Context: an optimization exercise on an open-source flow, tuned for small area. The choices shown serve that exercise and are no tape-out recipe.
The RTL was checked by simulation tests, not by an equivalence proof against the original design.
Power and IR drop assume default switching activity.

[run.sh]
#!/bin/bash
# synth_recipe.tcl (not shown) runs the flow's synth.tcl, then flattens the netlist and writes it again
# the make line also repeats each setting of config.mk as NAME=value (left out here)
make -C /OpenROAD-flow-scripts/flow DESIGN_CONFIG=/design/flow/config.mk WORK_HOME=/design/flow/orfs CLKGATE_MAP_FILE= SYNTH_SCRIPT=/design/flow/synth_recipe.tcl finish
[config.mk]
export PLATFORM = sky130hd
export DESIGN_NAME = cpi_top
export DESIGN_NICKNAME = cpi_top
export VERILOG_FILES = /design/flow/design.v
export SDC_FILE = /design/flow/constraint.sdc
export NUM_CORES = 4
export LEC_CHECK = 0
export CAP_MARGIN = 20
export CORE_MARGIN = 2
export CORE_UTILIZATION = 40
export SLEW_MARGIN = 20
[constraint.sdc]
create_clock -name core_clock -period 10.0 [get_ports {s_cam_clk_dft}]
set_input_delay 2.0000 -clock core_clock [delete_from_list [all_inputs] [get_ports {s_cam_clk_dft}]]
set_output_delay 2.0000 -clock core_clock [all_outputs]
set_load 0.01 [all_outputs]
[design.v]
`default_nettype none
package cpi_pix_pkg;
    typedef logic [7:0] cam_byte_t;
    typedef logic [7:0] chan_t;
    typedef logic [15:0] coord_t;
    typedef logic [16:0] filt_sum_t;
    typedef logic [31:0] pix_word_t;
    typedef struct packed {
        chan_t r;
        chan_t g;
        chan_t b;
    } rgb_t;
    typedef struct packed {
        cam_byte_t first;
        cam_byte_t second;
    } cpi_pair_t;
endpackage
`default_nettype wire
`default_nettype none
package cpi_cfg_pkg;
    typedef enum logic [2:0] {
        FMT_RGB565     = 3'b000,
        FMT_RGB555     = 3'b001,
        FMT_RGB444     = 3'b010,
        FMT_BYP_LITEND = 3'b100,
        FMT_BYP_BIGEND = 3'b101
    } cpi_format_e;
    typedef logic [7:0] coeff_t;
    typedef logic [3:0] shift_t;
    typedef logic [5:0] drop_cnt_t;
    typedef struct packed {
        logic        enable;
        logic        vsync_pol;   
        logic        drop_en;
        drop_cnt_t   drop_val;    
        logic        slice_en;
        cpi_format_e format;
        shift_t      shift;
        logic [15:0]         row_len;     
        logic [15:0]         llx;
        logic [15:0]         lly;
        logic [15:0]         urx;
        logic [15:0]         ury;
        coeff_t      coeff_r;
        coeff_t      coeff_g;
        coeff_t      coeff_b;
    } cpi_cfg_t;
endpackage
`default_nettype wire
`timescale 1ns/1ps
`default_nettype none
module cpi_frame_ctrl (
    input  logic                  s_cam_clk_dft,
    input  logic                  rstn_i,
    input  cpi_cfg_pkg::cpi_cfg_t cfg_i,
    input  logic                  cam_vsync_i,
    output logic                  active_o,
    output logic                  frame_ok_o,
    output logic                  sof_o
);
    logic [1:0] en_sync_q;
    logic       en_s;
    logic       vsync_adj;
    logic       vsync_q;
    logic       active_q;
    cpi_cfg_pkg::drop_cnt_t  frame_cnt_q;
    assign en_s      = en_sync_q[1];
    assign vsync_adj = cam_vsync_i ^ cfg_i.vsync_pol;
    assign sof_o     = vsync_adj & ~vsync_q & en_s;   
    assign active_o   = active_q;
    assign frame_ok_o = active_q & (frame_cnt_q == '0);
    always_ff @(posedge s_cam_clk_dft or negedge rstn_i) begin
        if (!rstn_i) begin
            en_sync_q <= 2'b00;
        end else begin
            en_sync_q <= {en_sync_q[0], cfg_i.enable};
        end
    end
    always_ff @(posedge s_cam_clk_dft or negedge rstn_i) begin
        if (!rstn_i) begin
            vsync_q <= 1'b0;
        end else if (en_s) begin
            vsync_q <= vsync_adj;
        end
    end
    always_ff @(posedge s_cam_clk_dft or negedge rstn_i) begin
        if (!rstn_i) begin
            active_q <= 1'b0;
        end else if (!en_s) begin
            active_q <= 1'b0;
        end else if (sof_o) begin
            active_q <= 1'b1;
        end
    end
    always_ff @(posedge s_cam_clk_dft or negedge rstn_i) begin
        if (!rstn_i) begin
            frame_cnt_q <= '0;
        end else if (!en_s) begin
            frame_cnt_q <= '0;   
        end else if (sof_o && active_q) begin
            if (cfg_i.drop_en && (frame_cnt_q != cfg_i.drop_val)) begin
                frame_cnt_q <= frame_cnt_q + 6'd1;
            end else begin
                frame_cnt_q <= '0;
            end
        end
    end
endmodule
`default_nettype wire
`timescale 1ns/1ps
`default_nettype none
module cpi_sampler (
    input  logic                   s_cam_clk_dft,
    input  logic                   rstn_i,
    input  cpi_cfg_pkg::cpi_cfg_t  cfg_i,
    input  cpi_pix_pkg::cam_byte_t cam_data_i,
    input  logic                   cam_hsync_i,
    input  logic                   active_i,
    input  logic                   frame_ok_i,
    input  logic                   sof_i,
    output cpi_pix_pkg::cpi_pair_t pair_o,
    output logic                   pair_valid_o
);
    logic      phase_first_q;
    cpi_pix_pkg::cam_byte_t first_q;
    cpi_pix_pkg::coord_t    col_q;
    cpi_pix_pkg::coord_t    row_q;
    logic      line_on;
    logic      second_byte;
    logic      in_window;
    assign line_on     = cam_hsync_i & active_i;
    assign second_byte = line_on & ~phase_first_q;
    assign in_window = ~cfg_i.slice_en |
                       ((col_q >= cfg_i.llx) && (col_q <= cfg_i.urx) &&
                        (row_q >= cfg_i.lly) && (row_q <= cfg_i.ury));
    assign pair_o       = {first_q, cam_data_i};   
    assign pair_valid_o = second_byte & frame_ok_i & in_window;
    always_ff @(posedge s_cam_clk_dft or negedge rstn_i) begin
        if (!rstn_i) begin
            phase_first_q <= 1'b1;
        end else if (!line_on) begin
            phase_first_q <= 1'b1;   
        end else begin
            phase_first_q <= ~phase_first_q;
        end
    end
    always_ff @(posedge s_cam_clk_dft) begin
        if (line_on && phase_first_q) begin
            first_q <= cam_data_i;
        end
    end
    always_ff @(posedge s_cam_clk_dft or negedge rstn_i) begin
        if (!rstn_i) begin
            col_q <= '0;
            row_q <= '0;
        end else if (sof_i || !active_i) begin
            col_q <= '0;
            row_q <= '0;
        end else if (second_byte && cfg_i.slice_en) begin
            if (col_q == cfg_i.row_len) begin
                col_q <= '0;
                row_q <= row_q + 16'd1;
            end else begin
                col_q <= col_q + 16'd1;
            end
        end
    end
endmodule
`default_nettype wire
`timescale 1ns/1ps
`default_nettype none
module cpi_pixel_format (
    input  logic                   s_cam_clk_dft,
    input  logic                   rstn_i,
    input  cpi_cfg_pkg::cpi_cfg_t  cfg_i,
    input  cpi_pix_pkg::cpi_pair_t pair_i,
    input  logic                   pair_valid_i,
    output cpi_pix_pkg::rgb_t      rgb_o,
    output logic                   rgb_valid_o,
    output cpi_pix_pkg::pix_word_t byp_o,
    output logic                   byp_valid_o
);
    cpi_pix_pkg::rgb_t        rgb_d;
    logic [15:0] byp_d;
    logic        is_rgb;
    always_comb begin
        rgb_d  = '0;
        byp_d  = {pair_i.first, pair_i.second};   
        is_rgb = 1'b1;
        case (cfg_i.format)
            cpi_cfg_pkg::FMT_RGB565: begin
                rgb_d.r = {pair_i.first[7:3], 3'b000};
                rgb_d.g = {pair_i.first[2:0], pair_i.second[7:5], 2'b00};
                rgb_d.b = {pair_i.second[4:0], 3'b000};
            end
            cpi_cfg_pkg::FMT_RGB555: begin
                rgb_d.r = {pair_i.first[6:2], 3'b000};
                rgb_d.g = {pair_i.first[1:0], pair_i.second[7:5], 3'b000};
                rgb_d.b = {pair_i.second[4:0], 3'b000};
            end
            cpi_cfg_pkg::FMT_RGB444: begin
                rgb_d.r = {pair_i.first[3:0], 4'b0000};
                rgb_d.g = {pair_i.second[7:4], 4'b0000};
                rgb_d.b = {pair_i.second[3:0], 4'b0000};
            end
            cpi_cfg_pkg::FMT_BYP_BIGEND: begin
                is_rgb = 1'b0;
                byp_d  = {pair_i.second, pair_i.first};
            end
            default: is_rgb = 1'b0;
        endcase
    end
    always_ff @(posedge s_cam_clk_dft or negedge rstn_i) begin
        if (!rstn_i) begin
            rgb_valid_o <= 1'b0;
            byp_valid_o <= 1'b0;
        end else begin
            rgb_valid_o <= pair_valid_i & is_rgb;
            byp_valid_o <= pair_valid_i & ~is_rgb;
        end
    end
    always_ff @(posedge s_cam_clk_dft) begin
        if (pair_valid_i && is_rgb) begin
            rgb_o <= rgb_d;
        end
        if (pair_valid_i && !is_rgb) begin
            byp_o <= cpi_pix_pkg::pix_word_t'(byp_d);
        end
    end
endmodule
`default_nettype wire
`timescale 1ns/1ps
`default_nettype none
module cpi_luma_filter (
    input  logic                   s_cam_clk_dft,
    input  logic                   rstn_i,
    input  cpi_cfg_pkg::cpi_cfg_t  cfg_i,
    input  cpi_pix_pkg::rgb_t      rgb_i,
    input  logic                   rgb_valid_i,
    input  cpi_pix_pkg::pix_word_t byp_i,
    input  logic                   byp_valid_i,
    output cpi_pix_pkg::pix_word_t word_o,
    output logic                   word_valid_o
);
    logic [15:0] prod_r;
    logic [15:0] prod_g;
    logic [15:0] prod_b;
    cpi_pix_pkg::filt_sum_t   sum_d;
    cpi_pix_pkg::filt_sum_t   sum_q;
    logic        sum_valid_q;
    cpi_pix_pkg::filt_sum_t   sum_shr;
    assign prod_r = rgb_i.r * cfg_i.coeff_r;
    assign prod_g = rgb_i.g * cfg_i.coeff_g;
    assign prod_b = rgb_i.b * cfg_i.coeff_b;
    assign sum_d  = cpi_pix_pkg::filt_sum_t'(prod_r) + cpi_pix_pkg::filt_sum_t'(prod_g) + cpi_pix_pkg::filt_sum_t'(prod_b);
    assign sum_shr = (cfg_i.shift > 4'd9) ? sum_q : (sum_q >> cfg_i.shift);
    always_ff @(posedge s_cam_clk_dft or negedge rstn_i) begin
        if (!rstn_i) begin
            sum_valid_q  <= 1'b0;
            word_valid_o <= 1'b0;
        end else begin
            sum_valid_q  <= rgb_valid_i;
            word_valid_o <= sum_valid_q | byp_valid_i;
        end
    end
    always_ff @(posedge s_cam_clk_dft) begin
        if (rgb_valid_i) begin
            sum_q <= sum_d;
        end
        if (sum_valid_q) begin
            word_o <= cpi_pix_pkg::pix_word_t'(sum_shr[15:0]);
        end else if (byp_valid_i) begin
            word_o <= byp_i;
        end
    end
endmodule
`default_nettype wire
`timescale 1ns/1ps
`default_nettype none
module cpi_out_fifo #(
    parameter int unsigned FIFO_DEPTH = 8
) (
    input  logic                   s_cam_clk_dft,
    input  logic                   rstn_i,
    input  logic                   flush_i,
    input  cpi_pix_pkg::pix_word_t wr_data_i,
    input  logic                   wr_valid_i,
    output cpi_pix_pkg::pix_word_t rd_data_o,
    output logic                   rd_valid_o,
    input  logic                   rd_ready_i,
    output logic                   overflow_o
);
    localparam int unsigned PTR_W = (FIFO_DEPTH > 1) ? $clog2(FIFO_DEPTH) : 1;
    localparam int unsigned CNT_W = $clog2(FIFO_DEPTH + 1);
    cpi_pix_pkg::pix_word_t        mem [FIFO_DEPTH];
    logic [PTR_W-1:0] wr_ptr_q;
    logic [PTR_W-1:0] rd_ptr_q;
    logic [CNT_W-1:0] count_q;
    logic             full;
    logic             wr_en;
    logic             rd_en;
    assign full       = (count_q == CNT_W'(FIFO_DEPTH));
    assign wr_en      = wr_valid_i & ~full & ~flush_i;
    assign rd_en      = rd_valid_o & rd_ready_i;
    assign rd_valid_o = (count_q != '0);
    assign rd_data_o  = mem[rd_ptr_q];
    always_ff @(posedge s_cam_clk_dft or negedge rstn_i) begin
        if (!rstn_i) begin
            wr_ptr_q   <= '0;
            rd_ptr_q   <= '0;
            count_q    <= '0;
            overflow_o <= 1'b0;
        end else if (flush_i) begin
            wr_ptr_q   <= '0;
            rd_ptr_q   <= '0;
            count_q    <= '0;
            overflow_o <= 1'b0;
        end else begin
            if (wr_en) begin
                wr_ptr_q <= (wr_ptr_q == PTR_W'(FIFO_DEPTH - 1)) ? '0 : wr_ptr_q + 1'b1;
            end
            if (rd_en) begin
                rd_ptr_q <= (rd_ptr_q == PTR_W'(FIFO_DEPTH - 1)) ? '0 : rd_ptr_q + 1'b1;
            end
            count_q <= count_q + CNT_W'(wr_en) - CNT_W'(rd_en);
            if (wr_valid_i && full) begin
                overflow_o <= 1'b1;   
            end
        end
    end
    always_ff @(posedge s_cam_clk_dft) begin
        if (wr_en) begin
            mem[wr_ptr_q] <= wr_data_i;
        end
    end
endmodule
`default_nettype wire
`timescale 1ns/1ps
`default_nettype none
module cpi_top #(
    parameter int unsigned FIFO_DEPTH = 8
) (
    input  logic                   s_cam_clk_dft,
    input  logic                   rstn_i,
    input  logic                   cfg_enable_i,
    input  logic                   cfg_vsync_pol_i,
    input  logic                   cfg_drop_en_i,
    input  logic [5:0]             cfg_drop_val_i,
    input  logic                   cfg_slice_en_i,
    input  logic [2:0]             cfg_format_i,
    input  logic [3:0]             cfg_shift_i,
    input  logic [15:0]            cfg_row_len_i,
    input  logic [15:0]            cfg_llx_i,
    input  logic [15:0]            cfg_lly_i,
    input  logic [15:0]            cfg_urx_i,
    input  logic [15:0]            cfg_ury_i,
    input  logic [7:0]             cfg_coeff_r_i,
    input  logic [7:0]             cfg_coeff_g_i,
    input  logic [7:0]             cfg_coeff_b_i,
    input  logic [7:0]             cam_data_i,
    input  logic                   cam_hsync_i,
    input  logic                   cam_vsync_i,
    output logic [31:0]            out_data_o,
    output logic                   out_valid_o,
    input  logic                   out_ready_i,
    output logic                   overflow_o,
    output logic                   frame_evt_o
);
    cpi_cfg_pkg::cpi_cfg_t cfg_i;
    assign cfg_i.enable    = cfg_enable_i;
    assign cfg_i.vsync_pol = cfg_vsync_pol_i;
    assign cfg_i.drop_en   = cfg_drop_en_i;
    assign cfg_i.drop_val  = cfg_drop_val_i;
    assign cfg_i.slice_en  = cfg_slice_en_i;
    assign cfg_i.format    = cpi_cfg_pkg::cpi_format_e'(cfg_format_i);
    assign cfg_i.shift     = cfg_shift_i;
    assign cfg_i.row_len   = cfg_row_len_i;
    assign cfg_i.llx       = cfg_llx_i;
    assign cfg_i.lly       = cfg_lly_i;
    assign cfg_i.urx       = cfg_urx_i;
    assign cfg_i.ury       = cfg_ury_i;
    assign cfg_i.coeff_r   = cfg_coeff_r_i;
    assign cfg_i.coeff_g   = cfg_coeff_g_i;
    assign cfg_i.coeff_b   = cfg_coeff_b_i;
    logic      active;
    logic      frame_ok;
    logic      sof;
    cpi_pix_pkg::cpi_pair_t pair;
    logic      pair_valid;
    cpi_pix_pkg::rgb_t      rgb;
    logic      rgb_valid;
    cpi_pix_pkg::pix_word_t byp;
    logic      byp_valid;
    cpi_pix_pkg::pix_word_t word;
    logic      word_valid;
    assign frame_evt_o = sof;
    cpi_frame_ctrl u_frame_ctrl (
        .s_cam_clk_dft ( s_cam_clk_dft ),
        .rstn_i        ( rstn_i        ),
        .cfg_i         ( cfg_i         ),
        .cam_vsync_i   ( cam_vsync_i   ),
        .active_o      ( active        ),
        .frame_ok_o    ( frame_ok      ),
        .sof_o         ( sof           )
    );
    cpi_sampler u_sampler (
        .s_cam_clk_dft ( s_cam_clk_dft ),
        .rstn_i        ( rstn_i        ),
        .cfg_i         ( cfg_i         ),
        .cam_data_i    ( cam_data_i    ),
        .cam_hsync_i   ( cam_hsync_i   ),
        .active_i      ( active        ),
        .frame_ok_i    ( frame_ok      ),
        .sof_i         ( sof           ),
        .pair_o        ( pair          ),
        .pair_valid_o  ( pair_valid    )
    );
    cpi_pixel_format u_pixel_format (
        .s_cam_clk_dft ( s_cam_clk_dft ),
        .rstn_i        ( rstn_i        ),
        .cfg_i         ( cfg_i         ),
        .pair_i        ( pair          ),
        .pair_valid_i  ( pair_valid    ),
        .rgb_o         ( rgb           ),
        .rgb_valid_o   ( rgb_valid     ),
        .byp_o         ( byp           ),
        .byp_valid_o   ( byp_valid     )
    );
    cpi_luma_filter u_luma_filter (
        .s_cam_clk_dft ( s_cam_clk_dft ),
        .rstn_i        ( rstn_i        ),
        .cfg_i         ( cfg_i         ),
        .rgb_i         ( rgb           ),
        .rgb_valid_i   ( rgb_valid     ),
        .byp_i         ( byp           ),
        .byp_valid_i   ( byp_valid     ),
        .word_o        ( word          ),
        .word_valid_o  ( word_valid    )
    );
    cpi_out_fifo #(
        .FIFO_DEPTH ( FIFO_DEPTH )
    ) u_out_fifo (
        .s_cam_clk_dft ( s_cam_clk_dft ),
        .rstn_i        ( rstn_i        ),
        .flush_i       ( ~cfg_i.enable ),   
        .wr_data_i     ( word          ),
        .wr_valid_i    ( word_valid    ),
        .rd_data_o     ( out_data_o    ),
        .rd_valid_o    ( out_valid_o   ),
        .rd_ready_i    ( out_ready_i   ),
        .overflow_o    ( overflow_o    )
    );
endmodule
`default_nettype wire
==> out/metrics.cfg <==
[status]
status = finished clean

[yosys]
synthArstFlopShare = 0.226
synth_ff_type = edfxtp_1
ys_seq_area_frac = 0.412
yosysTopAreaCell = edfxtp_1
synth_warnings = 5
synth_area_leaders = edfxtp_1 33%, ha_1 12%, fa_1 11%
syn_area_per_cell_um2 = 11.4
synth_fa_ha_area_frac = 0.230
netlist_instances = 1582
synth-xor-area-share = 0.0325
synth_top_area_share = 0.332
synth_compound_area_frac = 0.0561
yosysMostFrequentCell = inv_1
yosys.area_share.simple = 0.119
syn_area_um2 = 18000
synth_seq_cells = 257
synthMuxAreaShare = 0.0801
synth_top_family_by_area = adder cells
ys_types = 72
synth-edff-count = 199
synthTopCellsByCount = 254 x inv_1, 199 x edfxtp_1, 168 x ha_1

[sta]
relSlewSlack = 0.261
report.final.slew_viol_count = 0
worstMarginPinSlew_ns = 1.11
finalSetupViolCount = 0
period_share = 0.772
post-route-min-period_ns = 7.72
finalSetupTns_ns = 0
clock-skew-final_ns = 0.0248
timing.hold.ws_ns = 0.351
fmax_ghz = 0.130
grt_setup_unrepaired = false
hold_violations = 0

[worst_setup_path]
cp-endpoint = u_luma_filter.sum_q[16]
start_kind = input port
crit_arrival_ns = 8.01
cp_slowest_cell = fa_1
worstSetupPathType = input port to flip-flop
required_ns = 10.29
r2r-start = u_pixel_format.rgb_o[19]
reg2reg_depth = 19
critPathMaxStageDelay_ns = 0.59
path_cells = clkdlybuf4s50_1 > nand2_1 > fa_1 > fa_1 > fa_1 > fa_1 > inv_1 > fa_1 > fa_1 > inv_1 > fa_1 > inv_1 > ha_1 > nor2b_1 > o21a_1 > nor3_1 > nor2_1 > o41ai_1 > o21ai_1 > xnor2_1
r2r-end = u_luma_filter.sum_q[16]
crit_start = cfg_coeff_r_i[5]
end_kind = flip-flop
rrSetupSlack_ns = 3.63
cp_common_cell = fa_1
crit_fanout = 5

[placed_design]
place_hpwl_um = 30800
routabilityCongestion = 0.866
numPortBuffers = 152
place_area_um2 = 20100

[grt]
grt_max_degree = 59
grt_overflow_total = 0
grt_use_total = 0.178
grt_pass1_wl_um = 66300
antenna_found_initial = 2
grt_pass1_vias = 12300

[route]
dr.pass1.iters = 5
drt_iter0_markers = 570
drtAntennaViolNets = 0
drc = 0
wl_um = 40600
route.detailed.wl_per_inst_um = 17.3
via_count = 11700
viasPerCell = 5.00

[cts]
cts_root_buf = clkbuf_16
cts_resized = 0
cts.sinks = 257
post_cts_buffers = 0
insertion_delay_ns = 0.55
cts_buffer_depth = 3
cts_tree = built
clk_pin_slew_worst_paths_ns = 0.06
post_cts_hold_buffer_count = 0
h-tree-depth = 1
numCtsBuffers = 28

[floorplanning]
io_pins = 169
die_h_um = 216
die_x_um = 216
num_rows = 77
fp.coreArea_um2 = 44300
die_area_um2 = 46800
initial_core_util = 0.407

[final_layout]
fillers = 4004
synthToLayoutAreaGrowth_pct = 17.0
layout.nets = 2133
drive_gt1_frac = 0.0845
final_cell_area_um2 = 21100

[power_and_ir_drop]
finalPower_mw = 3.47
p_leak_nw = 8.97
power.density_nw_per_um2 = 165
ir_drop_uv = 165

[min_path]
holdCritPathClass = flip-flop to flip-flop
whs_path_depth = 0

[run]
max_cap_viol_count = 0

power by group:
group | total (mW) | leakage [nW] | switching, mW | internal (mW)
logic | 1.23 | 5.95 | 0.627 | 0.602
clock network | 1.01 | 0.443 | 0.415 | 0.595
registers | 1.23 | 2.58 | 0.0244 | 1.21
stage by stage:
step,utilization,setup slack [ns],std cells
floorplan,-,2.57,1597
global placement,0.454,1.76,2289
detailed placement,0.454,1.73,2289
CTS,0.475,2.31,2341
global route,0.476,2.01,2344
finish,0.476,2.28,2344
logic make-up (layout without fill, tap and decap cells):
group	count (synthesis)	count (layout)
fa+ha+maj	270	270
compound gates	161	161
other cells	1	17
mux	98	98
buf+inv	313	467
xor+xnor	66	66
flops	257	257
simple gates	416	416
worst min path at each step:
stage / start / end
after detailed placement: u_frame_ctrl.en_sync_q[0] / u_frame_ctrl.en_sync_q[1]
after global routing: u_frame_ctrl.en_sync_q[0] / u_frame_ctrl.en_sync_q[1]
after floorplan: u_frame_ctrl.en_sync_q[0] / u_frame_ctrl.en_sync_q[1]
final: u_frame_ctrl.en_sync_q[0] / u_frame_ctrl.en_sync_q[1]
after global placement: u_frame_ctrl.en_sync_q[0] / u_frame_ctrl.en_sync_q[1]
after CTS: u_frame_ctrl.en_sync_q[0] / u_frame_ctrl.en_sync_q[1]
cell type report:
class / count / area [um^2] / share of cell area
clock buffers: 35 / 727 / 0.0345
well taps: 592 / 741 / 0.0351
flip-flops and latches: 257 / 7430 / 0.352
repair buffers: 160 / 1590 / 0.0753
multi-input cells: 1027 / 9450 / 0.448
inverters: 255 / 957 / 0.0454
diodes: 1 / 2.50 / 0.000119
clock inverters: 17 / 185 / 0.00878
flip-flops by register name (all words and copies together) (netlist names), 2 cells and up:
signal,flops
u_frame_ctrl.en_sync_q,2
u_out_fifo.wr_ptr_q,3
u_sampler.first_q,8
u_pixel_format.rgb_o,16
u_sampler.row_q,16
u_sampler.col_q,16
u_frame_ctrl.frame_cnt_q,6
u_luma_filter.word_o,16
u_luma_filter.sum_q,15
u_out_fifo.rd_ptr_q,3
u_out_fifo.mem,128
u_pixel_format.byp_o,16
u_out_fifo.count_q,4
worst max-delay path, delay by kind of cell:
kind                     cells  cell delay, ns
adder cells (fa/ha/maj)      8            3.94
AO/OA/AOI/OAI                3            0.78
buffers and inverters        4            0.67
XOR/XNOR                     1            0.14
AND/OR/NAND/NOR              4            0.48
cell usage in the layout, fill, tap and decap left out, types with 4 or more instances in the layout:
| cell type | synthesis | routed |
|---|---|---|
| nand2_1 | 108 | 108 |
| and2_1 | 96 | 96 |
| nor2_1 | 78 | 72 |
| nand4_1 | 17 | 17 |
| clkinv_2 | 0 | 6 |
| clkinv_1 | 0 | 5 |
| fa_1 | 102 | 102 |
| a21o_1 | 6 | 6 |
| clkbuf_1 | 29 | 7 |
| o21ai_1 | 13 | 13 |
| clkbuf_16 | 0 | 28 |
| mux4_2 | 33 | 33 |
| nor2_2 | 1 | 6 |
| nor3b_1 | 6 | 5 |
| nand2b_1 | 15 | 15 |
| a211oi_1 | 20 | 20 |
| nor3_1 | 14 | 11 |
| a21oi_1 | 62 | 62 |
| xor2_1 | 46 | 46 |
| mux2_2 | 38 | 38 |
| nand3_1 | 26 | 26 |
| conb_1 | 1 | 16 |
| buf_4 | 18 | 6 |
| nor2b_1 | 18 | 18 |
| clkdlybuf4s50_1 | 0 | 151 |
| o21ai_0 | 15 | 15 |
| ha_1 | 168 | 168 |
| inv_1 | 254 | 254 |
| xnor2_1 | 19 | 19 |
| o211ai_1 | 7 | 7 |
| edfxtp_1 | 199 | 199 |
| nor4_2 | 4 | 4 |
| mux2i_1 | 25 | 25 |
| dfrtp_1 | 57 | 55 |
| a31oi_1 | 5 | 5 |
| and3_1 | 15 | 15 |
per-layer routing:
metal	GRT usage	wire length, um
met5	0	9
met4	0.0406	739
met3	0.0220	1410
met2	0.313	20200
met1	0.235	18200

-- separate check: timing with driven ports --
How much do the figures lean on ideal ports? The routed layout below was timed once more, with nothing changed but the port constraints. Step 1: set_driving_cell puts a clkbuf_16 on s_cam_clk_dft and a buf_2 on each other input, an assumption about the parent block. Step 2 times the ports against the registers' clock, not the clock port: input delays grow and output delays shrink by t, the midpoint of the rising clock arrivals with the driver on. a / b / c = no drivers / after step 1 / after step 2; a / b = the first two.
t, ns: 0.593
setup WS [ns]: 2.280 / 2.297 / 1.704
latest minus earliest clock arrival (ns): 0.025 / 0.025
worst register clock-pin slew, ns: 0.06 / 0.06
pins driven straight from the clock port: 1
After both steps setup and hold are still met in this run. For this run, drivers alone change the setup slack by +0.017 ns; drivers and shift together by -0.576 ns.
